Background: an optimization exercise with open tools, aiming at small area. Do not read the settings as production practice.
The RTL was checked by simulation tests, not by an equivalence proof against the original design.
Power and IR drop assume default switching activity.

==> try-amber <==
==> flow/design.v <==
package spiMemoryPkg;
    typedef logic [7:0] dataByte_t;
    typedef struct packed {
        logic [7-1:0] address;   
        logic                         readNotWrite;  
    } commandByte_t;
    typedef union packed {
        commandByte_t command;
        dataByte_t    data;
    } shiftWord_t;
    typedef enum logic [2:0] {
        idle, getCommand, decide, readLoad,
        readShift, writeReceive, writeStore, finish
    } controlState_t;
endpackage
`timescale 1ns/1ps
module inputConditioner (
    input  logic trigger,
    input  logic reset,
    input  logic resetValue,    
    input  logic pin,           
    output logic conditioned,   
    output logic risingEdge,    
    output logic fallingEdge    
);
    logic syncFirst;    
    logic syncSecond;   
    logic [1:0] counter;
    always_ff @(posedge trigger) begin
        if (reset) begin
            syncFirst   <= resetValue;
            syncSecond  <= resetValue;
            conditioned <= resetValue;
            counter     <= 2'b00;
        end else begin
            syncFirst   <= pin;
            syncSecond  <= syncFirst;
            if (syncSecond == conditioned) begin
                counter <= 2'b00;   
            end else if (counter == 2'b11) begin
                conditioned <= syncSecond;   
                counter     <= 2'b10;
            end else begin
                counter <= {counter[0], 1'b1};
            end
        end
    end
    assign risingEdge  = (counter == 2'b10) &&  conditioned;
    assign fallingEdge = (counter == 2'b10) && !conditioned;
endmodule
`timescale 1ns/1ps
module spiControl (
    input  logic       trigger,
    input  logic       reset,
    input  logic       sclkRising,        
    input  logic       sclkFalling,
    input  logic       chipSelectLow,     
    input  logic       chipSelectRising,  
    input  logic       mosiLevel,         
    output logic       memWrite,
    output logic       inCommand,
    output logic       inReadShift,
    output logic       inWrite,           
    output logic [2:0] bitCount,          
    output logic       misoEnable         
);
    localparam logic [2:0] IDLE        = 3'b000;
    localparam logic [2:0] COMMAND     = 3'b001;
    localparam logic [2:0] READ_SHIFT  = 3'b011;
    localparam logic [2:0] WRITE_RECV  = 3'b101;
    localparam logic [2:0] WRITE_STORE = 3'b100;
    localparam logic [2:0] FINISH      = 3'b110;
    logic [2:0] state;
    logic [2:0] nextState;
    logic       byteDone;
    assign byteDone = sclkRising && (bitCount == 3'd7);
    always_comb begin
        nextState = state;
        if (chipSelectRising) begin
            nextState = IDLE;   
        end else begin
            case (state)
                IDLE:        if (chipSelectLow) nextState = COMMAND;
                COMMAND:     if (byteDone) nextState = mosiLevel ? READ_SHIFT : WRITE_RECV;
                READ_SHIFT:  if (byteDone) nextState = FINISH;
                WRITE_RECV:  if (byteDone) nextState = WRITE_STORE;
                WRITE_STORE: nextState = FINISH;
                FINISH:      nextState = FINISH;
                default:     nextState = IDLE;
            endcase
        end
    end
    assign inCommand   = (state == COMMAND);
    assign inReadShift = (state == READ_SHIFT);
    assign inWrite     = (state == WRITE_RECV) || (state == WRITE_STORE);
    assign memWrite    = (state == WRITE_STORE) && !chipSelectRising;
    always_ff @(posedge trigger) begin
        if (reset) begin
            state      <= IDLE;
            bitCount   <= '0;
            misoEnable <= 1'b0;
        end else begin
            state <= nextState;
            if (state == IDLE) begin
                bitCount <= '0;   
            end else if (sclkRising && (inCommand || inReadShift || (state == WRITE_RECV))) begin
                bitCount <= bitCount + 1'b1;   
            end
            misoEnable <= inReadShift && !chipSelectRising &&
                          (sclkFalling || (misoEnable && !byteDone));
        end
    end
endmodule
`timescale 1ns/1ps
module spiMemory (
    input  logic trigger,
    input  logic reset,
    input  logic sclk,         
    input  logic chipSelect,   
    input  logic mosi,
    output logic miso,
    output logic misoEnable
);
    localparam int RING = 32;    
    logic sclkRising, sclkFalling;
    logic chipSelectLevel, chipSelectRising;
    logic mosiLevel;
    inputConditioner sclkCond_i (
        .trigger(trigger), .reset(reset), .resetValue(1'b0), .pin(sclk),
        .conditioned(), .risingEdge(sclkRising), .fallingEdge(sclkFalling)
    );
    inputConditioner chipSelectCond_i (
        .trigger(trigger), .reset(reset), .resetValue(1'b1), .pin(chipSelect),
        .conditioned(chipSelectLevel), .risingEdge(chipSelectRising), .fallingEdge()
    );
    inputConditioner mosiCond_i (
        .trigger(trigger), .reset(reset), .resetValue(1'b0), .pin(mosi),
        .conditioned(mosiLevel), .risingEdge(), .fallingEdge()
    );
    logic       inCommand, inReadShift, inWrite, memWrite, addressLatch;
    logic [2:0] bitCount;
    spiControl control_i (
        .trigger(trigger), .reset(reset), .sclkRising(sclkRising),
        .sclkFalling(sclkFalling), .chipSelectLow(!chipSelectLevel),
        .chipSelectRising(chipSelectRising), .mosiLevel(mosiLevel),
        .memWrite(memWrite), .inCommand(inCommand), .inReadShift(inReadShift),
        .inWrite(inWrite),
        .bitCount(bitCount), .misoEnable(misoEnable)
    );
    logic [5:0] shiftWord;
    always_ff @(posedge trigger) begin
        if (sclkRising) shiftWord <= {shiftWord[4:0], mosiLevel};
    end
    logic [6:0] address;
    assign addressLatch = inCommand && sclkRising && (bitCount == 3'd6);
    always_ff @(posedge trigger) begin
        if (addressLatch) address <= {shiftWord[5:0], mosiLevel};
    end
    logic [4:0] phase;
    always_ff @(posedge trigger) begin
        if (reset) phase <= '0;
        else       phase <= phase + 1'b1;
    end
    logic [7:0] dataByte;
    logic writing, clearing, busy;
    always_ff @(posedge trigger) begin
        if (reset) begin
            writing  <= 1'b0;
            clearing <= 1'b1;
        end else begin
            if (memWrite)          writing <= 1'b1;
            else if (addressLatch) writing <= 1'b0;
            if (addressLatch)      clearing <= 1'b0;
        end
    end
    assign busy = writing || clearing;
    logic       hit8, hit16, hit32;
    logic [1:0] octet;   
    assign hit8  = (phase[2:0] == ~address[2:0]);
    assign hit16 = hit8  && (phase[3] == ~address[3]);
    assign hit32 = hit16 && (phase[4] == ~address[4]);
    assign octet = address[4:3] + phase[4:3];
    logic [1023:0] mem;
    logic [3:0]    insert;   
    for (genvar r = 0; r < 4; r++) begin : g_insert
        assign insert[r] = clearing || (writing && hit32 && (address[6:5] == r));
    end
    for (genvar b = 0; b < 8; b++) begin : g_plane
        for (genvar r = 0; r < 4; r++) begin : g_ring
            localparam int BASE = (b*4 + r) * RING;
            always_ff @(posedge trigger) begin
                mem[BASE] <= insert[r] ? dataByte[b] : mem[BASE + RING - 1];
                for (int p = 1; p < RING; p++) mem[BASE + p] <= mem[BASE + p - 1];
            end
        end
    end
    logic [7:0] tapBit;
    logic [7:0] capture;
    for (genvar b = 0; b < 8; b++) begin : g_tap
        localparam int PLANE = b * 4 * RING;
        logic [15:0] taps;
        for (genvar r = 0; r < 4; r++) begin : g_r
            for (genvar m = 0; m < 4; m++) begin : g_m
                assign taps[r*4 + m] = mem[PLANE + r*RING + m*8 + 7];
            end
        end
        if (b >= 6) begin : g_t8
            assign tapBit[b]  = taps[{address[6:5], octet}];
            assign capture[b] = hit8;
        end else if (b >= 4) begin : g_t16
            assign tapBit[b]  = taps[{address[6:5], octet[1], 1'b1}];
            assign capture[b] = hit16;
        end else begin : g_t32
            assign tapBit[b]  = taps[{address[6:5], 2'b11}];
            assign capture[b] = hit32;
        end
    end
    always_ff @(posedge trigger) begin
        if (reset) begin
            dataByte <= '0;
        end else if (inWrite) begin
            if (sclkRising) dataByte <= {dataByte[6:0], mosiLevel};
        end else if (!busy) begin
            for (int b = 0; b < 8; b++) begin
                if (capture[b]) dataByte[b] <= tapBit[b];
            end
        end
    end
    always_ff @(posedge trigger) begin
        if (reset) begin
            miso <= 1'b0;
        end else if (inReadShift && sclkFalling) begin
            miso <= dataByte[~bitCount];
        end
    end
endmodule
==> flow/flow/run.sh <==
#!/bin/bash
# Standard layout, with our own clock tree synthesis arguments and
# a plain buffer on each port.
set -euo pipefail
export CTS_ARGS="-sink_clustering_enable -repair_clock_nets -dont_use_dummy_load -sink_clustering_size 12 -sink_clustering_max_diameter 50 -buf_list sky130_fd_sc_hd__clkbuf_4"
export BUFFER_PORTS_ARGS="-buffer_cell sky130_fd_sc_hd__buf_1"
bash standard.sh > standard.log 2>&1
==> flow/standard.sh <==
#!/bin/bash
# synth_recipe.tcl (not shown) runs the flow's synth.tcl, then flattens the netlist and writes it again
# the make line also repeats each setting of config.mk as NAME=value (left out here)
make -C /OpenROAD-flow-scripts/flow DESIGN_CONFIG=/design/flow/config.mk WORK_HOME=/design/flow/orfs CLKGATE_MAP_FILE= SYNTH_SCRIPT=/design/flow/synth_recipe.tcl "${@:-finish}"
==> flow/config.mk <==
export PLATFORM = sky130hd
export DESIGN_NAME = spiMemory
export DESIGN_NICKNAME = spiMemory
export VERILOG_FILES = /design/flow/design.v
export SDC_FILE = /design/flow/constraint.sdc
export NUM_CORES = 4
export LEC_CHECK = 0
export CAP_MARGIN = 20
export CORE_MARGIN = 2
export CORE_UTILIZATION = 70
export SLEW_MARGIN = 20
==> flow/constraint.sdc <==
create_clock -name core_clock -period 10.0 [get_ports {trigger}]
set_input_delay 2.0000 -clock core_clock [delete_from_list [all_inputs] [get_ports {trigger}]]
set_output_delay 2.0000 -clock core_clock [all_outputs]
set_load 0.01 [all_outputs]
==> try-xenon (differences from try-amber) <==
--- a/flow/design.v
+++ b/flow/design.v
@@ -112,5 +112,4 @@
     end
 endmodule
-`timescale 1ns/1ps
 module spiMemory (
     input  logic trigger,
@@ -162,5 +161,4 @@
         else       phase <= phase + 1'b1;
     end
-    logic [7:0] dataByte;
     logic writing, clearing, busy;
     always_ff @(posedge trigger) begin
@@ -216,4 +214,5 @@
         end
     end
+    logic [7:0] dataByte;
     always_ff @(posedge trigger) begin
         if (reset) begin
--- a/flow/config.mk
+++ b/flow/config.mk
@@ -8,4 +8,4 @@
 export CAP_MARGIN = 20
 export CORE_MARGIN = 2
-export CORE_UTILIZATION = 70
+export CORE_UTILIZATION = 85
 export SLEW_MARGIN = 20
==> try-violet (differences from try-amber) <==
--- a/flow/design.v
+++ b/flow/design.v
@@ -26,5 +26,5 @@
     logic syncFirst;    
     logic syncSecond;   
-    logic [1:0] counter;
+    logic [1:0] counter;   
     always_ff @(posedge trigger) begin
         if (reset) begin
@@ -32,20 +32,20 @@
             syncSecond  <= resetValue;
             conditioned <= resetValue;
-            counter     <= 2'b00;
+            counter     <= 2'd0;
         end else begin
             syncFirst   <= pin;
             syncSecond  <= syncFirst;
             if (syncSecond == conditioned) begin
-                counter <= 2'b00;   
-            end else if (counter == 2'b11) begin
+                counter <= 2'd0;   
+            end else if (counter == 2'd2) begin
                 conditioned <= syncSecond;   
-                counter     <= 2'b10;
+                counter     <= 2'd3;
             end else begin
-                counter <= {counter[0], 1'b1};
-            end
-        end
-    end
-    assign risingEdge  = (counter == 2'b10) &&  conditioned;
-    assign fallingEdge = (counter == 2'b10) && !conditioned;
+                counter <= (counter == 2'd3) ? 2'd1 : counter + 1'b1;
+            end
+        end
+    end
+    assign risingEdge  = (counter == 2'd3) &&  conditioned;
+    assign fallingEdge = (counter == 2'd3) && !conditioned;
 endmodule
 `timescale 1ns/1ps
@@ -112,5 +112,4 @@
     end
 endmodule
-`timescale 1ns/1ps
 module spiMemory (
     input  logic trigger,
@@ -162,5 +161,4 @@
         else       phase <= phase + 1'b1;
     end
-    logic [7:0] dataByte;
     logic writing, clearing, busy;
     always_ff @(posedge trigger) begin
@@ -216,4 +214,5 @@
         end
     end
+    logic [7:0] dataByte;
     always_ff @(posedge trigger) begin
         if (reset) begin
==> flow/flow/run.sh (replaced) <==
#!/bin/bash
# Standard layout, with our own clock tree synthesis arguments and
# a plain buffer on each port.
set -euo pipefail
export CTS_ARGS="-sink_clustering_enable -repair_clock_nets -dont_use_dummy_load -sink_clustering_size 11 -sink_clustering_max_diameter 40 -buf_list {sky130_fd_sc_hd__clkbuf_4 sky130_fd_sc_hd__clkbuf_8}"
export BUFFER_PORTS_ARGS="-buffer_cell sky130_fd_sc_hd__buf_1"
bash standard.sh > standard.log 2>&1
--- a/flow/config.mk
+++ b/flow/config.mk
@@ -8,4 +8,4 @@
 export CAP_MARGIN = 20
 export CORE_MARGIN = 2
-export CORE_UTILIZATION = 70
+export CORE_UTILIZATION = 60
 export SLEW_MARGIN = 20
==> out/results.md <==
| Item | Value | Unit |
|:---|:---|:---|
| Run status | did not finish | - |
| Last flow stage reached | detailed placement | - |
| Log Error | Error: detail_place.tcl, 38 bad optional access | - |
| Summed instance area of the synthesized netlist | 0.0235 | sq mm |
| Die X | 170 | um |
| Most instantiated cells after synthesis | dfxtp_1 (1062), mux2_2 (29), nand2_1 (26) | - |
| Yosys cell types | 50 | - |
| Weighted congestion reported at the end of routability-driven placement | 0.778 | - |
| Most area-consuming cells after synthesis | dfxtp_1 (90%), edfxtp_1 (1.7%), mux2_2 (1.4%) | - |
| Area fraction in and, or, nand and nor cells after synthesis | 1.86 | % |
[end of results for try-xenon]
==> out/results.md <==
| Item | Value | Unit |
|:---|:---|:---|
| Run status | timing/DRC/antenna clean | - |
| Dominant combinational cell family by area after synthesis | multiplexers | - |
| Number of placement rows | 67 | - |
| Sequential fraction of design power | 73.1 | % |
| Most instantiated cells after synthesis | dfxtp_1 (1062), mux2_2 (29), nand2_1 (26) | - |
| Most area-consuming cells after synthesis | dfxtp_1 (90%), edfxtp_1 (1.7%), mux2_2 (1.4%) | - |
| Summed instance area of the synthesized netlist | 0.0235 | sq mm |
| Non-clock buffer count in the final layout | 8 | - |
| Yosys cell types | 50 | - |
| Via count of the first global-routing pass | 8660 | - |
| Setup violations, final | 0 | - |
| End point of the critical path | miso | - |
| Weighted congestion reported at the end of routability-driven placement | 0.735 | - |
| Die X | 187 | um |
| Period utilization | 33.7 | % |
| Area fraction in and, or, nand and nor cells after synthesis | 1.86 | % |
| Global routing usage on met2 | 21.4 | % |
[end of results for try-amber]
==> out/results.md <==
| Item | Value | Unit |
|:---|:---|:---|
| Inverters, non-clock | 11 | - |
| Run status | timing/DRC/antenna clean | - |
| Summed instance area of the synthesized netlist | 0.0236 | sq mm |
| Sw Share | 18.6 | % |
| Yosys cell types | 47 | - |
| Area fraction in and, or, nand and nor cells after synthesis | 1.76 | % |
| Destination of the worst hold path | mem[181] | - |
| Weighted congestion reported at the end of routability-driven placement | 0.758 | - |
| Most instantiated cells after synthesis | dfxtp_1 (1062), mux2_2 (35), nor2_1 (33) | - |
| Most area-consuming cells after synthesis | dfxtp_1 (90%), mux2_2 (1.7%), edfxtp_1 (1.7%) | - |
| Die X | 202 | um |
| Detail Placement HPWL | 15600 | um |
| Area of the multi-input gates | 0.00183 | sq mm |
[end of results for try-violet]

port drivers added, routing unchanged:
The flow's constraints put no driver on any port. The routed layouts listed below were extracted and timed again, unchanged, in two steps.
Step 1: set_driving_cell puts a clkbuf_16 on trigger and a buf_2 on each other input, an assumption about the parent block.
Step 2 also shifts input and output timing later by t, the mid clock arrival at the registers, as if the neighbouring blocks saw the same clock.
Slacks: no drivers / after step 1 / after step 2; pairs: no drivers / after step 1.
run | shift t [ns] | setup slack, ns | worst setup path after step 2 | slew at the worst register clock pin (ns)
try-amber | 0.826 | 6.628 / 6.580 / 6.880 | input to register | 0.12 / 0.12
try-violet | 0.686 | 6.856 / 6.806 / 7.078 | input to register | 0.07 / 0.07
After both steps every run listed still meets setup and hold.
